This design comes from an exercise in tuning for small area and a short achievable clock period on the open sky130 flow, not from production work.
Only simulation tests tie the RTL to the original design; equivalence was not proved.
No driver is modelled on the clock port, so clocking that relies on it looks cheaper here than on a real chip.

==> v14: inputs <==
==> flow/design.v (excerpt) <==
module mdu_hilo #(
    parameter int MULT_CYCLES = mdu_pkg::MDU_MULT_CYCLES_DEF,
    parameter int DIV_CYCLES  = mdu_pkg::MDU_DIV_CYCLES_DEF
) (
    input  logic                clk,
    input  logic                reset,
    input  logic                start,
    input  logic [mdu_pkg::MDU_OP_W-1:0] op,
    input  logic [31:0]         rs_val,
    input  logic [31:0]         rt_val,
    input  logic                cancel,
    output logic                busy,
    output logic                stall_req,
    output logic [31:0]         hi,
    output logic [31:0]         lo
);
    localparam int W = 34;    
    localparam int HW = 33;   
    logic [3:0]   r_cnt;
    logic         r_busy;     
    logic         w_run;      
    logic         r_is_div;
    logic         r_f31;      
    logic         r_bprev;    
    logic [HW-1:0] r_h;       
    logic [31:0]  r_l;        
    logic [3:0]   r_lx;       
    logic [32:0]  r_m;        
    logic [31:0]  r_hi;
    logic [31:0]  r_lo;
    logic w_op_valid, w_accept, w_last, w_wb, w_mdiv, w_sgn_op;
    assign w_op_valid = (op >= mdu_pkg::MDU_MULT) && (op <= mdu_pkg::MDU_MTLO);
    assign w_accept   = start & ~cancel & ~w_run & w_op_valid;
    assign w_run     = (r_cnt != 4'd0);
    assign busy      = r_busy;
    assign stall_req = busy | (start & ~cancel & mdu_pkg::mdu_is_multicycle(op));
    assign hi        = r_hi;
    assign lo        = r_lo;
    assign w_last = (r_cnt == 4'd1);
    assign w_mdiv = (op == mdu_pkg::MDU_DIV) || (op == mdu_pkg::MDU_DIVU);
    assign w_sgn_op = (op == mdu_pkg::MDU_MULT) || (op == mdu_pkg::MDU_DIV);
    logic         w_dneg;             
    logic         w_sig;              
    assign w_dneg = r_m[32];
    assign w_sig  = r_is_div & r_f31;
    logic         w_rsg_h;            
    assign w_rsg_h = r_h[32];
    logic [W-1:0] w_mx;               
    assign w_mx = {{(W-33){r_m[32]}}, r_m};
    logic [W-1:0] w_x   [4];
    logic [W-1:0] w_y   [4];
    logic [W-1:0] w_s   [4];
    logic         w_sf  [4];          
    logic         w_one [4];
    logic         w_two [4];
    logic         w_neg [4];
    logic         w_rsg [4];          
    logic         w_p   [4];          
    logic         w_z   [4];          
    logic         w_dw  [4];          
    logic [2:0]   w_bt  [4];          
  ...
export LEC_CHECK = 0
export ABC_AREA = 1
export CAP_MARGIN = 20
export CORE_MARGIN = 2
export CORE_UTILIZATION = 60
export SLEW_MARGIN = 20
create_clock -name core_clock -period 110.0 [get_ports {clk}]
standard.sh (not shown) runs the stock make flow with config.mk's settings and CLKGATE_MAP_FILE= SYNTH_SCRIPT=/design/flow/synth_recipe.tcl, a recipe that flattens the netlist after the stock synthesis.
==> flow/flow/run.sh <==
#!/bin/bash
set -euo pipefail
export BUFFER_PORTS_ARGS="-buffer_cell sky130_fd_sc_hd__buf_1"
R=orfs/results/${FLOW_PLATFORM:-sky130hd}/mdu_hilo/base
bash standard.sh place > standard_place.log 2>&1
cp $R/3_place.odb $R/3_place_pre_downsize.odb
DS_LIB=$FLOW_HOME/platforms/sky130hd/lib/sky130_fd_sc_hd__tt_025C_1v80.lib \
DS_PLATFORM_DIR=$FLOW_HOME/platforms/sky130hd \
DS_IN=$R/3_place_pre_downsize.odb DS_OUT=$R/3_place.odb DS_SDC=$R/3_place.sdc \
DS_SLACK_LOSS=0.0 DS_REG_MARGIN=0.5 \
  openroad -no_init -exit flow/downsize.tcl > downsize.log 2>&1
bash standard.sh > standard_finish.log 2>&1
==> flow/flow/downsize.tcl <==
# Area recovery after placement: swap up-sized combinational cells back to
# their _1 (or smallest) variant wherever that does not lower the worst setup
# slack of any path group below a limit and adds no slew, cap or fanout
# violation.
set lib   $::env(DS_LIB)
set plat  $::env(DS_PLATFORM_DIR)
set in_db $::env(DS_IN)
set out_db $::env(DS_OUT)
read_liberty $lib
read_db $in_db
read_sdc $::env(DS_SDC)
source $plat/setRC.tcl
estimate_parasitics -placement

proc worst {} { return [sta::worst_slack_cmd max] }
# worst slack of the paths that end at registers
proc worst_reg {} {
  set p [find_timing_paths -to [all_registers -data_pins] -sort_by_slack -group_path_count 1]
  return [get_property [lindex $p 0] slack]
}
proc viol {} {
  return [expr {[sta::max_slew_violation_count] + [sta::max_capacitance_violation_count] + [sta::max_fanout_violation_count]}]
}
set w0 [worst]
set r0 [worst_reg]
set v0 [viol]
puts "start: worst slack $w0, register paths $r0, violations $v0, area [rsz::design_area]"
# keep the worst slack at least this far above what it was
set floor [expr {$w0 - $::env(DS_SLACK_LOSS)}]
# and keep the register paths this far above the worst slack (or where
# they were, if that is lower)
set rfloor [expr {min($r0, $w0 * 1e9 + $::env(DS_REG_MARGIN))}]
set block [sta::top_instance]
set n 0
set tried 0
foreach inst [get_cells *] {
  set master [get_property $inst ref_name]
  if {![regexp {^(sky130_fd_sc_hd__[a-z0-9]+)_([0-9]+)$} $master -> base size]} continue
  if {$size <= 1} continue
  if {[regexp {df|clk|fa$|ha$|tap|fill|decap|conb|dly} $base]} continue
  set cands {}
  foreach s {1 0 2 4 8} {
    if {$s >= $size} continue
    set c [get_lib_cells -quiet */${base}_$s]
    if {[llength $c]} { lappend cands $c }
  }
  foreach c $cands {
    incr tried
    set old [get_property $inst ref_name]
    if {[catch {replace_cell $inst $c}]} continue
    estimate_parasitics -placement
    if {[worst] < $floor || [worst_reg] < $rfloor || [viol] > $v0} {
      replace_cell $inst [get_lib_cells */$old]
      estimate_parasitics -placement
    } else {
      incr n
      break
    }
  }
}
puts "swapped $n of $tried tries: worst slack [worst], register paths [worst_reg], violations [viol], area [rsz::design_area]"
write_db $out_db
==> v30 (differences from v14) <==
--- a/flow/design.v
+++ b/flow/design.v
@@ -38,14 +38,18 @@
     logic         r_is_div;
     logic         r_f31;      
     logic         r_bprev;    
     logic [HW-1:0] r_h;       
     logic [31:0]  r_l;        
     logic [3:0]   r_lx;       
     logic [32:0]  r_m;        
+    logic         r_c0_dw;    
+    logic         r_c0_one;   
+    logic         r_c0_two;
+    logic         r_c0_neg;
     logic [31:0]  r_hi;
     logic [31:0]  r_lo;
     logic w_op_valid, w_accept, w_last, w_wb, w_mdiv, w_sgn_op;
     assign w_op_valid = (op >= mdu_pkg::MDU_MULT) && (op <= mdu_pkg::MDU_MTLO);
     assign w_accept   = start & ~cancel & ~w_run & w_op_valid;
     assign w_run     = (r_cnt != 4'd0);
     assign busy      = r_busy;
@@ -77,20 +81,21 @@
     logic [2:0]   w_bt  [4];          
     function automatic logic [W:0] rcc(input logic [W-1:0] a, input logic [W-1:0] b,
                                        input logic ci);
         rcc[0] = ci;
         for (int k = 0; k < W; k++)
             rcc[k+1] = (rcc[k] & a[k]) | (rcc[k] & b[k]) | (a[k] & b[k]);
     endfunction
+    localparam int FK = 12;
     function automatic logic fc32(input logic [W-1:0] a, input logic [W-1:0] b,
-                                  input logic ck, input int fk);
+                                  input logic ck);
         logic c0, c1;
         c0 = 1'b0;
         c1 = 1'b1;
-        for (int k = fk; k < 32; k++) begin
+        for (int k = FK; k < 32; k++) begin
             c0 = (a[k] & (b[k] | c0)) | (b[k] & c0);
             c1 = (a[k] & (b[k] | c1)) | (b[k] & c1);
         end
         fc32 = ck ? c1 : c0;
     endfunction
     function automatic logic [31:0] rinc(input logic [31:0] a, input logic ci);
         logic c;
@@ -110,15 +115,15 @@
             end else begin : g_pn
                 assign prev = w_s[r-1];
                 assign w_bt[r] = {r_l[2*r+1], r_l[2*r], r_l[2*r-1]};
             end
             assign w_z[r]   = r_lx[3-r];
             assign w_rsg[r] = (r == 0) ? r_h[32] : (r == 2) ? prev[32] : w_sf[r-1];
             assign w_p[r]   = ~(w_rsg[r] ^ w_sig);
-            assign w_dw[r]  = r_is_div & ~(w_last & (r == 0));
+            assign w_dw[r]  = (r == 0) ? r_c0_dw : r_is_div;
             logic mb_one, mb_two, mb_neg, dv_one, dv_two, dv_neg;
             assign mb_one = w_last ? ((r == 0) & r_f31) : (w_bt[r][1] ^ w_bt[r][0]);
             assign mb_two = ~w_last & ((w_bt[r] == 3'b011) | (w_bt[r] == 3'b100));
             assign mb_neg = ~w_last & w_bt[r][2] & ~(w_bt[r][1] & w_bt[r][0]);
             if (r == 0) begin : g_d0
                 assign dv_one = ~w_last | (w_rsg_h ^ w_sig);
                 assign dv_two = 1'b0;
@@ -129,26 +134,31 @@
                 assign dv_two = w_last;
                 assign dv_neg = w_last ? w_dneg : ~(w_rsg[r] ^ w_dneg);
             end else begin : g_dn
                 assign dv_one = 1'b1;
                 assign dv_two = 1'b0;
                 assign dv_neg = ~(w_rsg[r] ^ w_dneg);
             end
-            assign w_one[r] = r_is_div ? dv_one : mb_one;
-            assign w_two[r] = r_is_div ? dv_two : mb_two;
-            assign w_neg[r] = r_is_div ? dv_neg : mb_neg;
+            if (r == 0) begin : g_c0
+                assign w_one[r] = r_c0_one;
+                assign w_two[r] = r_c0_two;
+                assign w_neg[r] = r_c0_neg;
+            end else begin : g_cn
+                assign w_one[r] = r_is_div ? dv_one : mb_one;
+                assign w_two[r] = r_is_div ? dv_two : mb_two;
+                assign w_neg[r] = r_is_div ? dv_neg : mb_neg;
+            end
             assign w_x[r] = w_dw[r] ? {prev[W-2:0], w_z[r]}
                                     : ((r == 0) ? prev : {{2{prev[W-1]}}, prev[W-1:2]});
             assign w_y[r] = ((w_one[r] ? w_mx : '0) | (w_two[r] ? {w_mx[W-2:0], 1'b0} : '0))
                             ^ {W{w_neg[r]}};
             logic [W:0] cy;
             assign cy     = rcc(w_x[r], w_y[r], w_neg[r]);
             assign w_s[r] = w_x[r] ^ w_y[r] ^ cy[W-1:0];
-            localparam int FK = (r == 0) ? 16 : 12;
-            assign w_sf[r] = w_x[r][32] ^ w_y[r][32] ^ fc32(w_x[r], w_y[r], cy[FK], FK);
+            assign w_sf[r] = w_x[r][32] ^ w_y[r][32] ^ fc32(w_x[r], w_y[r], cy[FK]);
         end
     endgenerate
     logic        w_corr, w_exact, w_qs, w_inc, w_mz;
     logic [31:0] w_qv, w_qx, w_lov, w_hiv;
     assign w_corr  = w_rsg_h ^ w_sig;
     assign w_exact = w_sig & (w_s[1][W-1:1] == '0);
     assign w_qs    = r_is_div & (w_sig ^ w_dneg);
@@ -183,14 +193,39 @@
             r_lo <= '0;
         end else if (w_accept) begin
             if (op == mdu_pkg::MDU_MTHI) r_hi <= rs_val;
             if (op == mdu_pkg::MDU_MTLO) r_lo <= rs_val;
         end else if (w_wb) begin
             r_hi <= w_hiv;
             r_lo <= w_lov;
+        end
+    end
+    logic       w_lastn, w_hsn, w_corrn;
+    logic [2:0] w_btn;
+    assign w_lastn = (r_cnt == 4'd2);
+    assign w_hsn   = w_s[3][32];
+    assign w_corrn = w_hsn ^ w_sig;
+    assign w_btn   = r_l[9:7];
+    always_ff @(posedge clk) begin
+        if (!w_run) begin
+            r_c0_dw  <= w_mdiv;
+            r_c0_one <= w_mdiv | rs_val[0];
+            r_c0_two <= ~w_mdiv & rs_val[1] & ~rs_val[0];
+            r_c0_neg <= w_mdiv ? ~(((op == mdu_pkg::MDU_DIV) & rs_val[31]) ^ (w_sgn_op & rt_val[31]))
+                               : rs_val[1];
+        end else if (r_is_div) begin
+            r_c0_dw  <= ~w_lastn;
+            r_c0_one <= ~w_lastn | w_corrn;
+            r_c0_two <= 1'b0;
+            r_c0_neg <= w_lastn ? (w_corrn & ~(w_hsn ^ w_dneg)) : ~(w_hsn ^ w_dneg);
+        end else begin
+            r_c0_dw  <= 1'b0;
+            r_c0_one <= w_lastn ? r_f31 : (w_btn[1] ^ w_btn[0]);
+            r_c0_two <= ~w_lastn & ((w_btn == 3'b011) | (w_btn == 3'b100));
+            r_c0_neg <= ~w_lastn & w_btn[2] & ~(w_btn[1] & w_btn[0]);
         end
     end
     always_ff @(posedge clk) begin
         if (!w_run) begin
             r_is_div <= w_mdiv;
             r_f31    <= rs_val[31] & ((op == mdu_pkg::MDU_DIV) || (op == mdu_pkg::MDU_MULTU));
             r_bprev  <= 1'b0;
==> flow/flow/run.sh (replaced) <==
#!/bin/bash
# Standard layout with these changes:
#  * the port buffers are the smallest buffer (sky130_fd_sc_hd__buf_1)
#    instead of the one buffer_ports picks by default;
set -euo pipefail
export BUFFER_PORTS_ARGS="-buffer_cell sky130_fd_sc_hd__buf_1"
R=orfs/results/${FLOW_PLATFORM:-sky130hd}/mdu_hilo/base
LIB=$FLOW_HOME/platforms/sky130hd/lib/sky130_fd_sc_hd__tt_025C_1v80.lib
PLAT=$FLOW_HOME/platforms/sky130hd
bash standard.sh place > standard_place.log 2>&1
cp $R/3_place.odb $R/3_place_pre_downsize.odb
DS_LIB=$LIB DS_PLATFORM_DIR=$PLAT \
DS_IN=$R/3_place_pre_downsize.odb DS_OUT=$R/3_place.odb DS_SDC=$R/3_place.sdc \
DS_SLACK_LOSS=0.0 DS_REG_MARGIN=1.0 \
  openroad -no_init -exit flow/downsize.tcl > downsize.log 2>&1
CTS_BUF_LIST=sky130_fd_sc_hd__clkbuf_8 bash standard.sh cts > standard_cts8.log 2>&1
CS_LIB=$LIB CS_PLATFORM_DIR=$PLAT CS_IN=$R/4_cts.odb CS_SDC=$R/4_cts.sdc \
  openroad -no_init -exit flow/clkslew.tcl > clkslew8.log 2>&1
SLEW=$(awk '/^CLKSLEW/ {print $2}' clkslew8.log)
if ! awk -v s="$SLEW" 'BEGIN { exit !(s != "" && s + 0 < 0.115) }'; then
  echo "clkbuf_8 tree slew $SLEW ns: rebuilding with clkbuf_16" > cts_choice.log
  rm -f $R/4_1_cts.odb $R/4_cts.odb $R/4_cts.sdc
  CTS_BUF_LIST=sky130_fd_sc_hd__clkbuf_16 bash standard.sh cts > standard_cts16.log 2>&1
else
  echo "clkbuf_8 tree slew $SLEW ns: kept" > cts_choice.log
fi
bash standard.sh > standard_finish.log 2>&1
==> flow/flow/clkslew.tcl (new file) <==
# Largest flip-flop clock-pin slew (ns) of a CTS result, with placement
# parasitics; printed as "CLKSLEW <value>".
read_liberty $::env(CS_LIB)
read_db $::env(CS_IN)
read_sdc $::env(CS_SDC)
source $::env(CS_PLATFORM_DIR)/setRC.tcl
set_propagated_clock [all_clocks]
estimate_parasitics -placement
set mx 0
foreach p [get_pins -of_objects [all_registers] -filter "direction==input"] {
  if {[get_property $p name] ne "CLK"} continue
  foreach t {slew_max_rise slew_max_fall} {
    set s [get_property $p $t]
    if {$s > $mx} { set mx $s }
  }
}
puts "CLKSLEW $mx"
==> flow/config.mk (replaced) <==
export PLATFORM = sky130hd
export DESIGN_NAME = mdu_hilo
export DESIGN_NICKNAME = mdu_hilo
export VERILOG_FILES = /design/flow/design.v
export SDC_FILE = /design/flow/constraint.sdc
export NUM_CORES = 4
export LEC_CHECK = 0
export ABC_AREA = 1
export CAP_MARGIN = 20
export CORE_MARGIN = 2
export CORE_UTILIZATION = 70
export PLACE_DENSITY = 0.78
export SLEW_MARGIN = 20
==> impl_metrics.yaml <==
floorplan:
  initial_utilization_pct: 61.1
  coreArea_mm2: 0.0270
route:
  wl_met1_um: 21300
run_status:
  status: "no timing/DRC/antenna violations"
(the above is from v14)
==> impl_metrics.yaml <==
run_status:
  status: "no timing/DRC/antenna violations"
route:
  wl_met1_um: 20900
floorplan:
  coreArea_mm2: 0.0233
(the above is from v30)

==> port drivers added, routing unchanged <==
In the flow no input, the clock included, has a driving cell. The finished layouts below were timed again as built, in two steps.
Step 1, drivers: a clkbuf_16 drives clk and a buf_2 each remaining input, both assumed.
Step 2 also shifts input and output timing later by t, the mid clock arrival at the registers, as if the neighbouring blocks saw the same clock.
a / b / c = no drivers / after step 1 / after step 2; a / b = the first two.
run | t (ns) | setup WS [ns] | cell pins on the clock port's net
v14 | 0.499 | 62.845 / 62.845 / 62.845 | 1
v30 | 0.506 | 65.175 / 65.154 / 65.154 | 1
After both steps every run listed still meets setup and hold. For v30, which loses most, drivers alone change the setup slack by -0.021 ns; drivers and shift together by -0.021 ns.
